Source: an optimization exercise on an open RTL-to-GDS flow (aim: small area, a short achievable clock period and few clock cycles). Production flows keep margins and buffers that such runs may drop.
Function was checked by simulation only, so behaviour that the tests miss may differ from the original.
No activity file was given, so power comes from the tool's default toggle rates. No driver is modelled on the clock port, so clocking that relies on it looks cheaper here than on a real chip.

==> flow/design.v <==
`default_nettype none
module instr_mem_ctrl #(
  parameter int XLEN        = 32,
  parameter int DEPTH       = 64,
  parameter int WAIT_STATES = 1,
  parameter int AW          = $clog2(DEPTH)
) (
  input  logic            clk,
  input  logic            reset,
  input  logic            fetch_req,
  input  logic [31:0]     fetch_addr,
  output logic            fetch_ready,
  output logic            instr_valid,
  output logic [XLEN-1:0] instr,
  output logic            fetch_fault,
  input  logic            prog_we,
  input  logic [31:0]     prog_addr,
  input  logic [XLEN-1:0] prog_data,
  input  logic            prog_inj_err,
  output logic            prog_busy,
  output logic            parity_err
);
  localparam logic [31:0]     c_BYTE_LIMIT = 32'(DEPTH * 4);
  localparam logic [AW-1:0]   c_CLR_LAST   = AW'(DEPTH - 1);
  localparam logic [XLEN-1:0] c_NOP        = XLEN'(32'h0000_0013);
  localparam int PW = 1;
  localparam int MW = XLEN + PW;
  logic          r_busy;
  logic          r_ready;
  logic [AW-1:0] r_clr_cnt;
  logic          w_clr_done;
  assign w_clr_done = r_busy && (r_clr_cnt == c_CLR_LAST);
  always_ff @(posedge clk) begin
    if (reset) begin
      r_busy    <= 1'b1;
      r_ready   <= 1'b0;
      r_clr_cnt <= '0;
    end else begin
      if (w_clr_done) begin
        r_busy  <= 1'b0;
        r_ready <= 1'b1;
      end
      if (r_busy) r_clr_cnt <= r_clr_cnt + AW'(1);
    end
  end
  assign prog_busy   = r_busy;
  assign fetch_ready = r_ready;
  logic            r1_v;
  logic            r1_fault;
  logic            w_fault;
  logic            w_prog_ok;
  logic [7:0]      r1_sel_hi;
  logic [7:0]      r1_sel_lo;
  logic [7:0]      rw_sel_hi;
  logic [7:0]      rw_sel_lo;
  logic [XLEN-1:0] rw_data;
  logic [PW-1:0]   rw_par;
  assign w_fault   = (fetch_addr[1:0] != 2'b00) || (fetch_addr >= c_BYTE_LIMIT);
  assign w_prog_ok = r_ready && prog_we &&
                     (prog_addr[1:0] == 2'b00) && (prog_addr < c_BYTE_LIMIT);
  always_ff @(posedge clk) begin
    r1_v      <= !reset && r_ready && fetch_req;
    r1_fault  <= w_fault;
    r1_sel_hi <= w_fault ? 8'd0 : (8'd1 << fetch_addr[7:5]);
    r1_sel_lo <= 8'd1 << fetch_addr[4:2];
    if (reset) begin
      rw_sel_hi <= 8'hFF;
      rw_sel_lo <= 8'hFF;
      rw_data   <= '0;
    end else begin
      rw_sel_hi <= w_prog_ok ? (8'd1 << prog_addr[7:5]) : 8'd0;
      rw_sel_lo <= 8'd1 << prog_addr[4:2];
      rw_data   <= prog_data;
    end
  end
  always_ff @(posedge clk) rw_par <= reset ? 1'b0 : (^prog_data) ^ prog_inj_err;
  logic [MW-1:0] r_mem [DEPTH];
  logic [MW-1:0] w_wr_word;
  assign w_wr_word = {rw_par, rw_data};
  always_ff @(posedge clk) begin
    for (int i = 0; i < DEPTH; i++)
      if (rw_sel_hi[i / 8] && rw_sel_lo[i % 8]) r_mem[i] <= w_wr_word;
  end
  logic          r2_v;
  logic          r2_fault;
  logic [MW-1:0] r2_word;
  logic [MW-1:0] w_rd_grp [8];
  logic [MW-1:0] w_rd_word;
  for (genvar g = 0; g < 8; g++) begin : g_rd_grp
    assign w_rd_grp[g] =
      ({MW{r1_sel_lo[0]}} & r_mem[8*g+0]) | ({MW{r1_sel_lo[1]}} & r_mem[8*g+1]) |
      ({MW{r1_sel_lo[2]}} & r_mem[8*g+2]) | ({MW{r1_sel_lo[3]}} & r_mem[8*g+3]) |
      ({MW{r1_sel_lo[4]}} & r_mem[8*g+4]) | ({MW{r1_sel_lo[5]}} & r_mem[8*g+5]) |
      ({MW{r1_sel_lo[6]}} & r_mem[8*g+6]) | ({MW{r1_sel_lo[7]}} & r_mem[8*g+7]);
  end
  assign w_rd_word =
    ({MW{r1_sel_hi[0]}} & w_rd_grp[0]) | ({MW{r1_sel_hi[1]}} & w_rd_grp[1]) |
    ({MW{r1_sel_hi[2]}} & w_rd_grp[2]) | ({MW{r1_sel_hi[3]}} & w_rd_grp[3]) |
    ({MW{r1_sel_hi[4]}} & w_rd_grp[4]) | ({MW{r1_sel_hi[5]}} & w_rd_grp[5]) |
    ({MW{r1_sel_hi[6]}} & w_rd_grp[6]) | ({MW{r1_sel_hi[7]}} & w_rd_grp[7]);
  always_ff @(posedge clk) begin
    r2_v     <= !reset && r1_v;
    r2_fault <= r1_fault;
    r2_word  <= w_rd_word;
  end
  always_ff @(posedge clk) begin
    instr_valid <= !reset && r2_v;
    fetch_fault <= r2_fault;
    instr       <= r2_word[XLEN-1:0] | (r2_fault ? c_NOP : '0);
  end
  always_ff @(posedge clk) parity_err <= ^r2_word;
endmodule
`default_nettype wire
==> flow/config.mk <==
export PLATFORM = sky130hd
export DESIGN_NAME = instr_mem_ctrl
export DESIGN_NICKNAME = instr_mem_ctrl
export VERILOG_FILES = /design/flow/design.v
export SDC_FILE = /design/flow/constraint.sdc
export NUM_CORES = 4
export LEC_CHECK = 0
export CAP_MARGIN = 20
export CORE_MARGIN = 2
export CORE_UTILIZATION = 45
export CTS_CLUSTER_DIAMETER = 100
export CTS_CLUSTER_SIZE = 30
export SETUP_SLACK_MARGIN = 3.5
export SLEW_MARGIN = 20
==> flow/constraint.sdc <==
create_clock -name core_clock -period 6.0 [get_ports {clk}]
set_input_delay 1.2000 -clock core_clock [delete_from_list [all_inputs] [get_ports {clk}]]
set_output_delay 1.2000 -clock core_clock [all_outputs]
set_load 0.01 [all_outputs]
standard.sh (not shown) runs the stock make flow with config.mk's settings and CLKGATE_MAP_FILE= SYNTH_SCRIPT=/design/flow/synth_recipe.tcl, a recipe that flattens the netlist after the stock synthesis.
==> flow/flow/run.sh <==
#!/bin/bash
set -euo pipefail
export BUFFER_PORTS_ARGS="-buffer_cell sky130_fd_sc_hd__buf_1"
bash standard.sh finish > layout.log 2>&1
The starting point finished with timing, DRC and antenna clean.
Testbench counts at the start, summed over its fixed seeds: cycles 12,024.
Next try:
==> flow/run.sh (new file) <==
#!/bin/bash
# synth_recipe.tcl (not shown) runs the flow's synth.tcl, then flattens the netlist and writes it again
# the make line also repeats each setting of config.mk as NAME=value (left out here)
make -C /OpenROAD-flow-scripts/flow DESIGN_CONFIG=/design/flow/config.mk WORK_HOME=/design/flow/orfs CLKGATE_MAP_FILE= SYNTH_SCRIPT=/design/flow/synth_recipe.tcl finish
Settings changed: CTS_CLUSTER_SIZE 30 to 25.
removed: flow/flow/run.sh
removed: flow/standard.sh
After rerunning:
- power climbs slightly
- clock power climbs by a few percent
- synthesized cell count stays the same

========
Setup of build 57:
Another version of the RTL of instr_mem_ctrl (not shown whole).
Size: ~2300 flip-flops, about 140 I/O pins.
Design instr_mem_ctrl, start of the top module:
module instr_mem_ctrl #(
  parameter int XLEN        = 32,
  parameter int DEPTH       = 64,
  parameter int WAIT_STATES = 1,
  parameter int AW          = $clog2(DEPTH)
) (
  input  logic            clk,
  input  logic            reset,
  input  logic            fetch_req,
  input  logic [31:0]     fetch_addr,
  output logic            fetch_ready,
  output logic            instr_valid,
  output logic [XLEN-1:0] instr,
  output logic            fetch_fault,
  input  logic            prog_we,
  input  logic [31:0]     prog_addr,
  input  logic [XLEN-1:0] prog_data,
  input  logic            prog_inj_err,
  output logic            prog_busy,
  output logic            parity_err
);
  localparam logic [31:0]     c_BYTE_LIMIT = 32'(DEPTH * 4);
    localparam logic [XLEN-1:0] c_NOP        = XLEN'(32'h0000_0013);
  localparam int PW = 1;
  localparam int MW = XLEN + PW;
  logic          r_busy;
  logic          r_ready;
  logic [AW:0]   r_clr_cnt;
  logic          w_run;
  logic          w_clr_last;
  assign w_run      = r_clr_cnt[AW];
  ...
==> flow/config.mk <==
export PLATFORM = sky130hd
export DESIGN_NAME = instr_mem_ctrl
export DESIGN_NICKNAME = instr_mem_ctrl
export VERILOG_FILES = /design/flow/design.v
export SDC_FILE = /design/flow/constraint.sdc
export NUM_CORES = 4
export LEC_CHECK = 0
export CAP_MARGIN = 20
export CORE_MARGIN = 2
export CORE_UTILIZATION = 45
export CTS_CLUSTER_DIAMETER = 100
export CTS_CLUSTER_SIZE = 30
export SETUP_SLACK_MARGIN = 3.7
export SLEW_MARGIN = 20
==> flow/constraint.sdc <==
create_clock -name core_clock -period 6.0 [get_ports {clk}]
set_input_delay 1.2000 -clock core_clock [delete_from_list [all_inputs] [get_ports {clk}]]
set_output_delay 1.2000 -clock core_clock [all_outputs]
set_load 0.01 [all_outputs]
==> flow/flow/run.sh <==
#!/bin/bash
set -euo pipefail
export BUFFER_PORTS_ARGS="-buffer_cell sky130_fd_sc_hd__buf_1"
bash standard.sh finish > layout.log 2>&1
Build 57 completed end to end with timing, DRC and antenna clean.
Testbench counts of build 57, summed over its fixed seeds: cycles 12,024.
The inputs of build 51 differ from those of build 57 as listed below.
==> flow/run.sh (new file) <==
#!/bin/bash
# synth_recipe.tcl (not shown) runs the flow's synth.tcl, then flattens the netlist and writes it again
# the make line also repeats each setting of config.mk as NAME=value (left out here)
make -C /OpenROAD-flow-scripts/flow DESIGN_CONFIG=/design/flow/config.mk WORK_HOME=/design/flow/orfs CLKGATE_MAP_FILE= SYNTH_SCRIPT=/design/flow/synth_recipe.tcl finish
removed: flow/flow/run.sh
removed: flow/standard.sh
--- outcome ---
The flow did not stop early for build 51: all stages ran, and the layout cleared the timing, design-rule and antenna checks.
For the number of cells upsized or downsized after cts, build 51 came in 170% higher than build 57 did.
The total number of vias of build 51 and that of build 57 are within noise of each other.
From build 57 to build 51 the numbers moved as follows: met3 capacity usage during global routing went up; worst max-slew margin expressed relative to the limit went up; final design instance area without fill went up.
Diff build 57 -> build 51 | proportion of cell area occupied by registers | decrease of 0.67 points
Global-route usage ended up 0.16 points higher on build 51 than on build 57.
Summary of build 51 over build 57: smallest setup slack after layout lower, detailed-route wire length per cell roughly the same, multi-input logic portion of the cell area roughly the same.
The inputs of build 3 differ from those of build 51 as listed below.
- changing SETUP_SLACK_MARGIN from 3.7 to 3.85
==> flow/flow/run.sh (new file) <==
#!/bin/bash
set -euo pipefail
export BUFFER_PORTS_ARGS="-buffer_cell sky130_fd_sc_hd__buf_1"
export CTS_ARGS="-sink_clustering_enable -repair_clock_nets -sink_clustering_size 30 -sink_clustering_max_diameter 100 -dont_use_dummy_load"
bash standard.sh place > layout_place.log 2>&1
PLACE_ODB="$PWD/orfs/results/$FLOW_PLATFORM/instr_mem_ctrl/base/3_place.odb" \
  openroad -no_init -exit flow/move_out_flops.tcl > move_out_flops.log 2>&1
bash standard.sh finish > layout_finish.log 2>&1
==> flow/flow/move_out_flops.tcl (new file) <==
# Moves each flip-flop that drives an output port's buffer next to that
# buffer, makes that buffer a buf_4, then legalizes the placement. Reads and rewrites the placed design
# given by $::env(PLACE_ODB).
read_db $::env(PLACE_ODB)
set block [ord::get_db_block]
set out_buf sky130_fd_sc_hd__buf_4
set moved 0
foreach bterm [$block getBTerms] {
  if {[$bterm getIoType] != "OUTPUT"} { continue }
  set net [$bterm getNet]
  set buf ""
  foreach it [$net getITerms] { if {[$it isOutputSignal]} { set buf [$it getInst] } }
  if {$buf == ""} { continue }
  set in_net ""
  foreach it [$buf getITerms] { if {[$it isInputSignal]} { set in_net [$it getNet] } }
  if {$in_net == ""} { continue }
  set ff ""
  foreach it [$in_net getITerms] {
    if {[$it isOutputSignal] && [string match "*df*" [[[$it getInst] getMaster] getName]]} { set ff [$it getInst] }
  }
  if {$ff == ""} { continue }
  # only when the flop drives nothing but this buffer
  if {[llength [$in_net getITerms]] != 2} { continue }
  set loc [$buf getLocation]
  puts "move [$ff getName] from [$ff getLocation] to $loc"
  $ff setLocation [lindex $loc 0] [lindex $loc 1]
  incr moved
  # a stronger output buffer than the buffer_ports default
  if {[[$buf getMaster] getName] != $out_buf} {
    $buf swapMaster [[ord::get_db] findMaster $out_buf]
  }
}
puts "moved $moved flip-flops"
detailed_placement
check_placement -verbose
write_db $::env(PLACE_ODB)
==> flow/standard.sh (new file) <==
#!/bin/bash
# synth_recipe.tcl (not shown) runs the flow's synth.tcl, then flattens the netlist and writes it again
# the make line also repeats each setting of config.mk as NAME=value (left out here)
make -C /OpenROAD-flow-scripts/flow DESIGN_CONFIG=/design/flow/config.mk WORK_HOME=/design/flow/orfs CLKGATE_MAP_FILE= SYNTH_SCRIPT=/design/flow/synth_recipe.tcl "${@:-finish}"
removed: flow/run.sh
==> comparison <==
Power sits lower in build 3 than in build 51. Diff build 51 -> build 3: cell area held; portion of the clock cycle consumed by the worst path in the final layout went down 1.6 points; first-iteration DRC count went up 6.3%; cell count went down 25; critical path depth held. Against build 51, clock network power consumption in build 3 fell by a few percent.
Edits applied to the flow inputs when going from build 3 to build 14:
- a change of SETUP_SLACK_MARGIN from 3.85 to 3.7
==> flow/flow/run.sh <==
#!/bin/bash
set -euo pipefail
export BUFFER_PORTS_ARGS="-buffer_cell sky130_fd_sc_hd__buf_1"
bash standard.sh place > layout_place.log 2>&1
PLACE_ODB="$PWD/orfs/results/$FLOW_PLATFORM/instr_mem_ctrl/base/3_place.odb" \
  openroad -no_init -exit flow/move_out_flops.tcl > move_out_flops.log 2>&1
bash standard.sh finish > layout_finish.log 2>&1
### Flow results
Buffers inserted during post-CTS setup optimization | build 14 below build 3. Cmp build 14 vs build 3: wire length lower in build 14. Build 14 vs build 3 on fraction of area in registers: build 14 is the higher one. Cmp build 3 and build 14 / detailed-route wire length on metal 1 / higher: build 3. On final critical-path share of the clock period, build 3 and build 14 are neck and neck. Non-clock buffer count in the final layout was lower in build 14 than in build 3.
--- input diff build 14..build 66 ---
- changing CORE_UTILIZATION from 45 to 50
- changing SETUP_SLACK_MARGIN from 3.7 to 4.0
==> flow/flow/run.sh <==
#!/bin/bash
set -euo pipefail
export BUFFER_PORTS_ARGS="-buffer_cell sky130_fd_sc_hd__buf_1"
export CTS_ARGS="-sink_clustering_enable -repair_clock_nets -sink_clustering_size 30 -sink_clustering_max_diameter 100 -dont_use_dummy_load"
bash standard.sh place > layout_place.log 2>&1
PLACE_ODB="$PWD/orfs/results/$FLOW_PLATFORM/instr_mem_ctrl/base/3_place.odb" \
  openroad -no_init -exit flow/move_out_flops.tcl > move_out_flops.log 2>&1
bash standard.sh finish > layout_finish.log 2>&1
Notes after the runs:
- Build 66 vs. build 14: layout net count went up by 46.
- Build 66 vs. build 14: worst setup slack went up by 0.0042 ns.
- Build 66 and build 14 ended up with nearly the same clock network latency to the later pin of the worst-skew pair.
- Die area delta for build 66 relative to build 14: 18000 um2 lower
- Compared with build 14, build 66 shows fraction of met1 tracks used by global routing higher by 9.1 points.
- Build 66 reports its highest routing layer actually used as met5 while build 14 reports met4.
- Of build 66 and build 14, it is build 66 that has the lower total power.
- In the reports for build 66 and build 14, the smaller total number of vias belongs to build 14.
- Looking at cell count, build 66 sits 4.4% below build 14.
- Cmp build 66 vs build 14: antenna diode count lower in build 66
- For the ratio of routed vias to standard cells, build 66 came in 0.51 higher than build 14 did.
- The largest stage delay on the critical path of build 66 is higher than that of build 14.

========
Setup of run 5:
instr_mem_ctrl again, from the RTL that the note above started with.
## instr_mem_ctrl
module instr_mem_ctrl #(
  parameter int XLEN        = 32,
  parameter int DEPTH       = 64,
  parameter int WAIT_STATES = 1,
  parameter int AW          = $clog2(DEPTH)
) (
  input  logic            clk,
  input  logic            reset,
  input  logic            fetch_req,
  input  logic [31:0]     fetch_addr,
  output logic            fetch_ready,
  output logic            instr_valid,
  output logic [XLEN-1:0] instr,
  output logic            fetch_fault,
  input  logic            prog_we,
  input  logic [31:0]     prog_addr,
  input  logic [XLEN-1:0] prog_data,
  input  logic            prog_inj_err,
  output logic            prog_busy,
  output logic            parity_err
);
  localparam logic [31:0]     c_BYTE_LIMIT = 32'(DEPTH * 4);
    localparam logic [XLEN-1:0] c_NOP        = XLEN'(32'h0000_0013);
  localparam int PW = 1;
  localparam int MW = XLEN + PW;
  logic          r_busy;
  logic          r_ready;
  logic [AW:0]   r_clr_cnt;
  logic          w_run;
  logic          w_clr_last;
  assign w_run      = r_clr_cnt[AW];
  assign w_clr_last = (r_clr_cnt == (AW+1)'(DEPTH - 1));
  ...
Settings: LEC_CHECK=0, CAP_MARGIN=20, CORE_MARGIN=2, CORE_UTILIZATION=45, CTS_CLUSTER_DIAMETER=100, CTS_CLUSTER_SIZE=30, SETUP_SLACK_MARGIN=3.85, SLEW_MARGIN=20; clock period 6.0 ns.
==> flow/flow/run.sh <==
#!/bin/bash
set -euo pipefail
export BUFFER_PORTS_ARGS="-buffer_cell sky130_fd_sc_hd__buf_1"
bash standard.sh place > layout_place.log 2>&1
PLACE_ODB="$PWD/orfs/results/$FLOW_PLATFORM/instr_mem_ctrl/base/3_place.odb" \
  openroad -no_init -exit flow/move_out_flops.tcl > move_out_flops.log 2>&1
bash standard.sh finish > layout_finish.log 2>&1
==> flow/flow/move_out_flops.tcl <==
# Moves each flip-flop that drives an output port's buffer next to that
# buffer, makes that buffer a buf_4, then legalizes the placement. Reads and rewrites the placed design
# given by $::env(PLACE_ODB).
read_db $::env(PLACE_ODB)
set block [ord::get_db_block]
set out_buf sky130_fd_sc_hd__buf_4
set moved 0
foreach bterm [$block getBTerms] {
  if {[$bterm getIoType] != "OUTPUT"} { continue }
  set net [$bterm getNet]
  set buf ""
  foreach it [$net getITerms] { if {[$it isOutputSignal]} { set buf [$it getInst] } }
  if {$buf == ""} { continue }
  set in_net ""
  foreach it [$buf getITerms] { if {[$it isInputSignal]} { set in_net [$it getNet] } }
  if {$in_net == ""} { continue }
  set ff ""
  foreach it [$in_net getITerms] {
    if {[$it isOutputSignal] && [string match "*df*" [[[$it getInst] getMaster] getName]]} { set ff [$it getInst] }
  }
  if {$ff == ""} { continue }
  # only when the flop drives nothing but this buffer
  if {[llength [$in_net getITerms]] != 2} { continue }
  set loc [$buf getLocation]
  puts "move [$ff getName] from [$ff getLocation] to $loc"
  $ff setLocation [lindex $loc 0] [lindex $loc 1]
  incr moved
  # a stronger output buffer than the buffer_ports default
  if {[[$buf getMaster] getName] != $out_buf} {
    $buf swapMaster [[ord::get_db] findMaster $out_buf]
  }
}
puts "moved $moved flip-flops"
detailed_placement
check_placement -verbose
write_db $::env(PLACE_ODB)
Both conditions hold for run 5: the flow ran to the end and the final layout passed the timing, design-rule and antenna checks.
Testbench counts of run 5, summed over its fixed seeds: cycles 12,024.
Input-level comparison between run 4 and run 5:
# run 5
export LEC_CHECK = 0
export CAP_MARGIN = 20
export CORE_MARGIN = 2
export CORE_UTILIZATION = 45
export CTS_CLUSTER_DIAMETER = 100
export CTS_CLUSTER_SIZE = 30
export SETUP_SLACK_MARGIN = 3.85
export SLEW_MARGIN = 20
create_clock -name core_clock -period 6.0 [get_ports {clk}]
# run 4
export LEC_CHECK = 0
export CAP_MARGIN = 20
export CORE_MARGIN = 2
export CORE_UTILIZATION = 45
export CTS_CLUSTER_DIAMETER = 100
export CTS_CLUSTER_SIZE = 30
export SETUP_SLACK_MARGIN = 4.0
export SLEW_MARGIN = 20
create_clock -name core_clock -period 6.0 [get_ports {clk}]
diff --git a/flow/flow/run.sh b/flow/flow/run.sh
--- a/flow/flow/run.sh
+++ b/flow/flow/run.sh
@@ -3,2 +3,3 @@
 export BUFFER_PORTS_ARGS="-buffer_cell sky130_fd_sc_hd__buf_1"
+export CTS_ARGS="-sink_clustering_enable -repair_clock_nets -sink_clustering_size 30 -sink_clustering_max_diameter 100 -dont_use_dummy_load"
 bash standard.sh place > layout_place.log 2>&1
### Flow results
Going from run 5 to run 4, proportion of power drawn by the clock network saw a decrease; net count of the finished layout saw an increase.
Run 4 ended with more post-layout worst setup margin than run 5.

-- separate check: timing with driven ports --
In the flow no input, the clock included, has a driving cell. The finished layouts below were timed again as built, in two steps.
Step 1: set_driving_cell puts a clkbuf_16 on clk and a buf_2 on each other input, an assumption about the parent block.
Step 2 also shifts input and output timing later by t, the mid clock arrival at the registers, as if the neighbouring blocks saw the same clock.
a / b / c = no drivers / after step 1 / after step 2; a / b = the first two.
run | shift t [ns] | setup slack, ns | clock arrival spread, ns | cell pins on the clock port's net
the first run of note 1 | 0.822 | 3.404 / 3.404 / 3.056 | 0.052 / 0.052 | 1
the second run of note 1 | 0.839 | 3.388 / 3.388 / 2.921 | 0.048 / 0.048 | 1
build 57 | 0.818 | 3.494 / 3.406 / 3.140 | 0.037 / 0.037 | 1
build 51 | 0.820 | 3.490 / 3.399 / 2.975 | 0.043 / 0.043 | 1
build 3 | 0.806 | 3.584 / 3.500 / 3.229 | 0.054 / 0.054 | 1
build 14 | 0.817 | 3.579 / 3.507 / 3.126 | 0.045 / 0.045 | 1
build 66 | 0.812 | 3.584 / 3.502 / 3.285 | 0.071 / 0.072 | 1
run 5 | 0.826 | 3.571 / 3.485 / 3.214 | 0.030 / 0.030 | 1
run 4 | 0.792 | 3.605 / 3.523 / 3.305 | 0.073 / 0.073 | 1
After both steps setup and hold are still met in every run listed. The setup slack of build 51, which loses most, moves by -0.091 ns with the drivers and by -0.515 ns with both steps.
